Source: an optimization exercise on an open RTL-to-GDS flow (aim: small area). Production flows keep margins and buffers that such runs may drop. Only simulation tests tie the RTL to the original design; equivalence was not proved. Power is estimated from default activity; no workload was simulated.

==> v1 <==
==> flow/design.v <==
module sprite_sequencer #(
    parameter int MAX_SPRITES  = 16,
    parameter int NUM_FRAMES   = 512,
    parameter int WIDTH        = 1280,
    parameter int HEIGHT       = 720,
    parameter int ANIM_DIV     = 6,
    parameter int MAX_ANIM_LEN = 8,
    localparam int IW = $clog2(MAX_SPRITES),
    localparam int FW = $clog2(NUM_FRAMES),
    localparam int XW = $clog2(WIDTH),
    localparam int YW = $clog2(HEIGHT),
    localparam int LW = $clog2(MAX_ANIM_LEN + 1)
) (
    input  logic          clk_pixel,
    input  logic          sys_rst,
    input  logic          new_frame,
    input  logic          wr_en,
    input  logic [IW-1:0] wr_index,
    input  logic          wr_active,
    input  logic [XW-1:0] wr_x,
    input  logic [YW-1:0] wr_y,
    input  logic [FW-1:0] wr_base_frame,
    input  logic [LW-1:0] wr_anim_len,
    input  logic          sprite_ready,
    output logic          sprite_valid,
    output logic [XW-1:0] sprite_x,
    output logic [YW-1:0] sprite_y,
    output logic [FW-1:0] sprite_frame_number,
    output logic [IW-1:0] sprite_index,
    output logic          busy,
    output logic          list_done,
    output logic          overrun
);
    localparam int DW = (ANIM_DIV > 1) ? $clog2(ANIM_DIV) : 1;
    logic          busy_reg, drain_reg;
    logic [IW-1:0] scan_idx_reg;
    logic [DW-1:0] div_reg;
    logic          step_reg;
    logic          overrun_reg;
    logic          list_done_reg;
    logic          valid_reg;
    logic [XW-1:0] x_reg;
    logic [YW-1:0] y_reg;
    logic [FW-1:0] frame_reg;
    logic [IW-1:0] index_reg;
    logic          act_arr   [MAX_SPRITES];
    logic [XW-1:0] x_arr     [MAX_SPRITES];
    logic [YW-1:0] y_arr     [MAX_SPRITES];
    logic [FW-1:0] base_arr  [MAX_SPRITES];
    logic [LW-1:0] len_arr   [MAX_SPRITES];
    logic [LW-1:0] phase_arr [MAX_SPRITES];
    logic [MAX_SPRITES-1:0] sel;
    logic          rd_act;
    logic [XW-1:0] rd_x;
    logic [YW-1:0] rd_y;
    logic [FW-1:0] rd_base;
    logic [LW-1:0] rd_len;
    logic [LW-1:0] rd_phase;
    always_comb begin
        for (int i = 0; i < MAX_SPRITES; i++) sel[i] = (scan_idx_reg == IW'(i));
    end
    assign rd_act   = act_arr[scan_idx_reg];
    assign rd_x     = x_arr[scan_idx_reg];
    assign rd_y     = y_arr[scan_idx_reg];
    assign rd_base  = base_arr[scan_idx_reg];
    assign rd_len   = len_arr[scan_idx_reg];
    assign rd_phase = phase_arr[scan_idx_reg];
    logic handshake, out_free, inspect, load, last_idx, scanning;
    logic adv_load, hold_next, wr_held;
    logic [LW-1:0] ph_inc, adv_phase, wr_phase;
    assign scanning   = busy_reg && !drain_reg;
    assign handshake  = valid_reg && sprite_ready;
    assign out_free   = !valid_reg || sprite_ready;
    assign inspect    = scanning && (out_free || !rd_act);
    assign load       = inspect && rd_act;
    assign last_idx   = (scan_idx_reg == IW'(MAX_SPRITES - 1));
    assign adv_load   = load && step_reg;
    assign ph_inc     = rd_phase + LW'(1);
    assign adv_phase  = (ph_inc >= ((rd_len == '0) ? LW'(1) : rd_len)) ? '0 : ph_inc;
    assign wr_held    = step_reg && (load ? (wr_index == scan_idx_reg)
                                          : (valid_reg && !sprite_ready && wr_index == index_reg));
    assign wr_phase   = {{(LW-1){1'b0}}, wr_held && (wr_anim_len > LW'(1))};
    genvar gi;
    generate
        for (gi = 0; gi < MAX_SPRITES; gi++) begin : g_entry
            logic          active_reg;
            logic [XW-1:0] x_e_reg;
            logic [YW-1:0] y_e_reg;
            logic [FW-1:0] base_reg;
            logic [LW-1:0] len_reg;
            logic [LW-1:0] phase_reg;
            logic          wr_hit;
            assign wr_hit = wr_en && (wr_index == IW'(gi));
            always_ff @(posedge clk_pixel or posedge sys_rst) begin
                if (sys_rst) begin
                    active_reg <= 1'b0;
                end else if (wr_hit) begin
                    active_reg <= wr_active;
                end
            end
            always_ff @(posedge clk_pixel) begin
                if (wr_hit) begin
                    x_e_reg   <= wr_x;
                    y_e_reg   <= wr_y;
                    base_reg  <= wr_base_frame;
                    len_reg   <= wr_anim_len;
                    phase_reg <= wr_phase;
                end else if (adv_load && sel[gi]) begin
                    phase_reg <= adv_phase;
                end
            end
            assign act_arr[gi]   = active_reg;
            assign x_arr[gi]     = x_e_reg;
            assign y_arr[gi]     = y_e_reg;
            assign base_arr[gi]  = base_reg;
            assign len_arr[gi]   = len_reg;
            assign phase_arr[gi] = phase_reg;
        end
    endgenerate
    logic leave_scan, leave_drain, done_next;
    assign leave_scan  = inspect && last_idx && !load && out_free;
    assign leave_drain = drain_reg && out_free;
    assign done_next   = leave_scan || leave_drain;
    always_ff @(posedge clk_pixel or posedge sys_rst) begin
        if (sys_rst) begin
            busy_reg      <= 1'b0;
            drain_reg     <= 1'b0;
            div_reg       <= '0;
            overrun_reg   <= 1'b0;
            list_done_reg <= 1'b0;
            valid_reg     <= 1'b0;
        end else begin
            list_done_reg <= done_next;
            if (!busy_reg) begin
                if (new_frame) begin
                    busy_reg <= 1'b1;
                    div_reg  <= (div_reg == DW'(ANIM_DIV - 1)) ? '0 : div_reg + DW'(1);
                end
            end else begin
                if (new_frame) overrun_reg <= 1'b1;
                if (done_next) begin
                    busy_reg  <= 1'b0;
                    drain_reg <= 1'b0;
                end else if (inspect && last_idx) begin
                    drain_reg <= 1'b1;
                end
            end
            if (load) valid_reg <= 1'b1;
            else if (handshake) valid_reg <= 1'b0;
        end
    end
    always_ff @(posedge clk_pixel) begin
        if (!busy_reg) begin
            if (new_frame) begin
                scan_idx_reg <= '0;
                step_reg     <= (div_reg == DW'(ANIM_DIV - 1));
            end
        end else if (inspect && !last_idx) begin
            scan_idx_reg <= scan_idx_reg + IW'(1);
        end
    end
    always_ff @(posedge clk_pixel) begin
        if (load) begin
            x_reg     <= rd_x;
            y_reg     <= rd_y;
            frame_reg <= rd_base + FW'(rd_phase);
            index_reg <= scan_idx_reg;
        end
    end
    assign sprite_valid        = valid_reg;
    assign sprite_x            = x_reg;
    assign sprite_y            = y_reg;
    assign sprite_frame_number = frame_reg;
    assign sprite_index        = index_reg;
    assign busy                = busy_reg;
    assign list_done           = list_done_reg;
    assign overrun             = overrun_reg;
endmodule
==> flow/flow/run.sh <==
#!/bin/bash
# Layout flow: the standard synthesis; its combinational logic is then
# re-mapped for area with a few ABC scripts and the smallest result is kept
# (registers untouched: same cells, same instance names); then the standard flow's
# standard layout with buf_1 port buffers and a leaner clock tree.
set -euo pipefail
W=$(pwd)
F=$W/flow
R=$W/orfs/results/$FLOW_PLATFORM/sprite_sequencer/base
LIB=$FLOW_HOME/platforms/$FLOW_PLATFORM/lib/sky130_fd_sc_hd__tt_025C_1v80.lib

# 1. standard synthesis
bash standard.sh synth > $W/1_standard_synth.log 2>&1
cp $R/1_2_yosys.v $W/1_standard_netlist.v

regs() { grep -oE '^\s*sky130_fd_sc_hd__(df|edf|sdf|sedf|dl)[a-z0-9_]* +[^ ]+' "$1" | sed 's/_[0-9]* / /' | awk '{print $2, $1}' | sort; }
area() { grep 'Chip area' "$1" | awk '{print $NF}'; }
regs $W/1_standard_netlist.v > $W/1_standard_regs.txt

# 2. area re-mapping of the combinational logic
best=$W/1_standard_netlist.v
best_area=1e99
for s in $F/abc*.abc; do
  n=$(basename $s .abc)
  if RS_IN=$W/1_standard_netlist.v RS_OUT=$W/2_resynth_$n.v RS_LIB=$LIB RS_SCRIPT=$s \
     RS_DONTUSE="sky130_fd_sc_hd__probe_p_8 sky130_fd_sc_hd__probec_p_8 sky130_fd_sc_hd__lpflow_*" \
     yosys -c $F/resynth.tcl > $W/2_resynth_$n.log 2>&1; then
    regs $W/2_resynth_$n.v > $W/2_resynth_${n}_regs.txt
    a=$(area $W/2_resynth_$n.v.stat)
    if cmp -s $W/1_standard_regs.txt $W/2_resynth_${n}_regs.txt; then
      echo "$n $a" >> $W/2_resynth_areas.log
      if awk -v a=$a -v b=$best_area 'BEGIN{exit !(a<b)}'; then best=$W/2_resynth_$n.v; best_area=$a; fi
    else
      echo "$n $a registers differ, not used" >> $W/2_resynth_areas.log
    fi
  fi
done
echo "chosen: $best" >> $W/2_resynth_areas.log
if [[ $best != $W/1_standard_netlist.v ]]; then
  cp $best $R/1_2_yosys.v
  touch $R/1_2_yosys.v
fi

# 3. layout
bash standard.sh \
  BUFFER_PORTS_ARGS="-buffer_cell sky130_fd_sc_hd__buf_1" \
  CTS_ARGS="-sink_clustering_enable -repair_clock_nets -buf_list sky130_fd_sc_hd__clkbuf_8 -sink_clustering_size 15 -sink_clustering_max_diameter 50 -dont_use_dummy_load" \
  finish > $W/3_layout.log 2>&1
==> flow/flow/abc1.abc <==
&get -n; &st; &dch -f; &nf -R 1000 -a; &st; &dch -f; &nf -R 1000 -a; &st; &dch -f; &nf -R 1000 -a; &put; stime -c
==> flow/flow/abc2.abc <==
&get -n; &st; &dch -f; &nf -R 1000 -a; &st; &dch -f; &nf -R 1000 -a; &st; &dch -f; &nf -R 1000 -a; &st; &dch -f; &nf -R 1000 -a; &st; &dch -f; &nf -R 1000 -a; &put; stime -c
==> flow/flow/abc3.abc <==
&get -n; &st; &dch -f; &nf -R 1000 -a -p; &st; &dch -f; &nf -R 1000 -a -p; &st; &dch -f; &nf -R 1000 -a -p; &put; stime -c
==> flow/flow/abc4.abc <==
&get -n; &st; &dch -f; &nf -R 1000 -a; &put; stime -c
==> flow/flow/resynth.tcl <==
# Re-map the combinational logic of a mapped netlist; sequential cells
# (and their instance names) are kept as they are.
# env: RS_IN RS_OUT RS_LIB RS_SCRIPT RS_DONTUSE
yosys read_liberty -ignore_miss_func $::env(RS_LIB)
yosys blackbox sky130_fd_sc_hd__df* sky130_fd_sc_hd__edf* sky130_fd_sc_hd__sdf* sky130_fd_sc_hd__sedf* sky130_fd_sc_hd__dlx* sky130_fd_sc_hd__dlr* sky130_fd_sc_hd__lpflow_inputisolatch*
yosys read_verilog $::env(RS_IN)
yosys hierarchy -top sprite_sequencer
yosys flatten
yosys opt_clean -purge
set du {}
foreach c $::env(RS_DONTUSE) { lappend du -dont_use $c }
yosys abc -liberty $::env(RS_LIB) {*}$du -script $::env(RS_SCRIPT)
yosys opt_clean -purge
yosys read_liberty -lib -overwrite -ignore_miss_func $::env(RS_LIB)
yosys hilomap -singleton -hicell sky130_fd_sc_hd__conb_1 HI -locell sky130_fd_sc_hd__conb_1 LO
yosys splitnets
yosys opt_clean -purge
yosys insbuf -buf sky130_fd_sc_hd__buf_1 A X
yosys check -assert -mapped
yosys tee -o $::env(RS_OUT).stat stat -liberty $::env(RS_LIB)
yosys write_verilog -noattr -nohex -nodec $::env(RS_OUT)
==> flow/standard.sh <==
#!/bin/bash
# synth_recipe.tcl (not shown) runs the flow's synth.tcl, then flattens the netlist and writes it again
# the make line also repeats each setting of config.mk as NAME=value (left out here)
make -C /OpenROAD-flow-scripts/flow DESIGN_CONFIG=/design/flow/config.mk WORK_HOME=/design/flow/orfs CLKGATE_MAP_FILE= SYNTH_SCRIPT=/design/flow/synth_recipe.tcl "${@:-finish}"
==> flow/config.mk <==
export PLATFORM = sky130hd
export DESIGN_NAME = sprite_sequencer
export DESIGN_NICKNAME = sprite_sequencer
export VERILOG_FILES = /design/flow/design.v
export SDC_FILE = /design/flow/constraint.sdc
export NUM_CORES = 4
export LEC_CHECK = 0
export CAP_MARGIN = 0
export CORE_MARGIN = 2
export CORE_UTILIZATION = 30
export SLEW_MARGIN = 0
==> flow/constraint.sdc <==
create_clock -name core_clock -period 10.0 [get_ports {clk_pixel}]
set_input_delay 2.0000 -clock core_clock [delete_from_list [all_inputs] [get_ports {clk_pixel}]]
set_output_delay 2.0000 -clock core_clock [all_outputs]
set_load 0.01 [all_outputs]
==> v12: changes against v1 <==
==> flow/flow/run.sh (replaced) <==
#!/bin/bash
# Layout flow: the standard synthesis, then the combinational logic is
# re-mapped for area (registers untouched: same cells, same names), then
# the standard layout with smaller port buffers and a leaner clock tree.
set -euo pipefail
W=$(pwd)
F=$W/flow
R=$W/orfs/results/$FLOW_PLATFORM/sprite_sequencer/base
LIB=$FLOW_HOME/platforms/$FLOW_PLATFORM/lib/sky130_fd_sc_hd__tt_025C_1v80.lib

# 1. standard synthesis
bash standard.sh synth > $W/1_standard_synth.log 2>&1
cp $R/1_2_yosys.v $W/1_standard_netlist.v

# 2. area re-mapping of the combinational logic
RS_IN=$W/1_standard_netlist.v RS_OUT=$W/1_resynth.v RS_LIB=$LIB \
RS_SCRIPT=$F/area.abc \
RS_DONTUSE="sky130_fd_sc_hd__probe_p_8 sky130_fd_sc_hd__probec_p_8 sky130_fd_sc_hd__lpflow_*" \
  yosys -c $F/resynth.tcl > $W/2_resynth.log 2>&1
cp $W/1_resynth.v $R/1_2_yosys.v
touch $R/1_2_yosys.v

# 3. layout
bash standard.sh \
  BUFFER_PORTS_ARGS="-buffer_cell sky130_fd_sc_hd__buf_1" \
  CTS_ARGS="-sink_clustering_enable -repair_clock_nets -buf_list sky130_fd_sc_hd__clkbuf_8 -sink_clustering_size 15 -sink_clustering_max_diameter 50 -dont_use_dummy_load" \
  finish > $W/3_layout.log 2>&1
==> flow/flow/area.abc (new file) <==
&get -n; &st; &dch -f; &nf -R 1000 -a; &st; &dch -f; &nf -R 1000 -a; &st; &dch -f; &nf -R 1000 -a; &put; stime -c
removed: flow/flow/abc1.abc
removed: flow/flow/abc2.abc
removed: flow/flow/abc3.abc
removed: flow/flow/abc4.abc
==> v36: changes against v1 <==
==> flow/run.sh (new file) <==
#!/bin/bash
# synth_recipe.tcl (not shown) runs the flow's synth.tcl, then flattens the netlist and writes it again
# the make line also repeats each setting of config.mk as NAME=value (left out here)
make -C /OpenROAD-flow-scripts/flow DESIGN_CONFIG=/design/flow/config.mk WORK_HOME=/design/flow/orfs CLKGATE_MAP_FILE= SYNTH_SCRIPT=/design/flow/synth_recipe.tcl finish
--- a/flow/config.mk
+++ b/flow/config.mk
@@ -10,2 +10,5 @@
 export CORE_UTILIZATION = 30
+export CTS_BUF_LIST = sky130_fd_sc_hd__clkbuf_8
+export CTS_CLUSTER_DIAMETER = 50
+export CTS_CLUSTER_SIZE = 15
 export SLEW_MARGIN = 0
removed: flow/flow/run.sh
removed: flow/flow/abc1.abc
removed: flow/flow/abc2.abc
removed: flow/flow/abc3.abc
removed: flow/flow/abc4.abc
removed: flow/flow/resynth.tcl
removed: flow/standard.sh
==> run notes <==
DIE WIDTH 290 um; FF-to-FF End g_entry[5].phase_reg[0]; crit path buf inv count 3; Worst-Skew Late Latency 0.75 ns; DR pass1 iterations 7; status complete, no violations; footprint of the multi-input gates 5120 sq um; GPL Wtd Cong 0.870; hold_ws 0.473 ns; Layout fillers 7666; Mean Syn Cell Area 17.2 sq um; placed cell count 2611; clock share of power 0.184; DR vias/cell 5.63; met2 routed wirelength 34.9 mm
The numbers above come from v12.

==> run notes <==
Layout fillers 8182; clock share of power 0.226; M2 GR Usage 0.269; FF-to-FF End g_entry[4].phase_reg[0]; total CTS buffers 67; footprint of the multi-input gates 5800 sq um; DR pass1 iterations 6; DIE WIDTH 298 um; DR vias/cell 5.37; crit path buf inv count 2; GR Layer Usage met1 0.224; status complete, no violations; placed cell count 2835; Worst-Skew Late Latency 0.67 ns; met2 routed wirelength 35.4 mm; Mean Syn Cell Area 15.5 sq um; GPL Wtd Cong 0.832
The numbers above come from v36.

==> run notes <==
hold_ws 0.464 ns; Int Power 4.72 mW; met2 routed wirelength 34.5 mm; status complete, no violations; placed cell count 2587; DR pass1 iterations 6; footprint of the multi-input gates 5080 sq um; GPL Wtd Cong 0.912; crit path launch scan_idx_reg[2]; Mean Syn Cell Area 17.4 sq um; P&R area growth vs syn 12.1%; Worst-Skew Late Latency 0.74 ns; FF-to-FF End g_entry[13].phase_reg[0]; DIE WIDTH 290 um; Seq area share 0.712; slew at the pin closest to its max-slew limit 1.30 ns; crit path buf inv count 4
The numbers above come from v1.

==> static timing again, ports no longer ideal <==
No port has a modelled driver above. Below, the same layouts with a new extraction and two added sets of constraints.
Step 1 assumes that a clkbuf_16 drives the clock port and a buf_2 every other input.
Step 2 also shifts input and output timing later by t, the mid clock arrival at the registers, as if the neighbouring blocks saw the same clock.
Slacks: ideal / step 1 / step 2; pairs: ideal / step 1.
| run | shift t [ns] | slack for setup (ns) | hold WS [ns] | clock arrival spread, ns | worst slew at a driven data input, ns |
|---|---|---|---|---|---|
| v1 | 0.737 | 2.980 / 2.980 / 2.980 | 0.464 / 0.464 / 0.464 | 0.131 / 0.130 | 0.13 |
| v12 | 0.752 | 3.960 / 3.960 / 3.960 | 0.473 / 0.473 / 0.473 | 0.116 / 0.116 | 0.14 |
| v36 | 0.710 | 3.452 / 3.452 / 3.452 | 0.463 / 0.463 / 0.463 | 0.041 / 0.042 | 0.13 |
After both steps setup and hold are still met in every run listed.
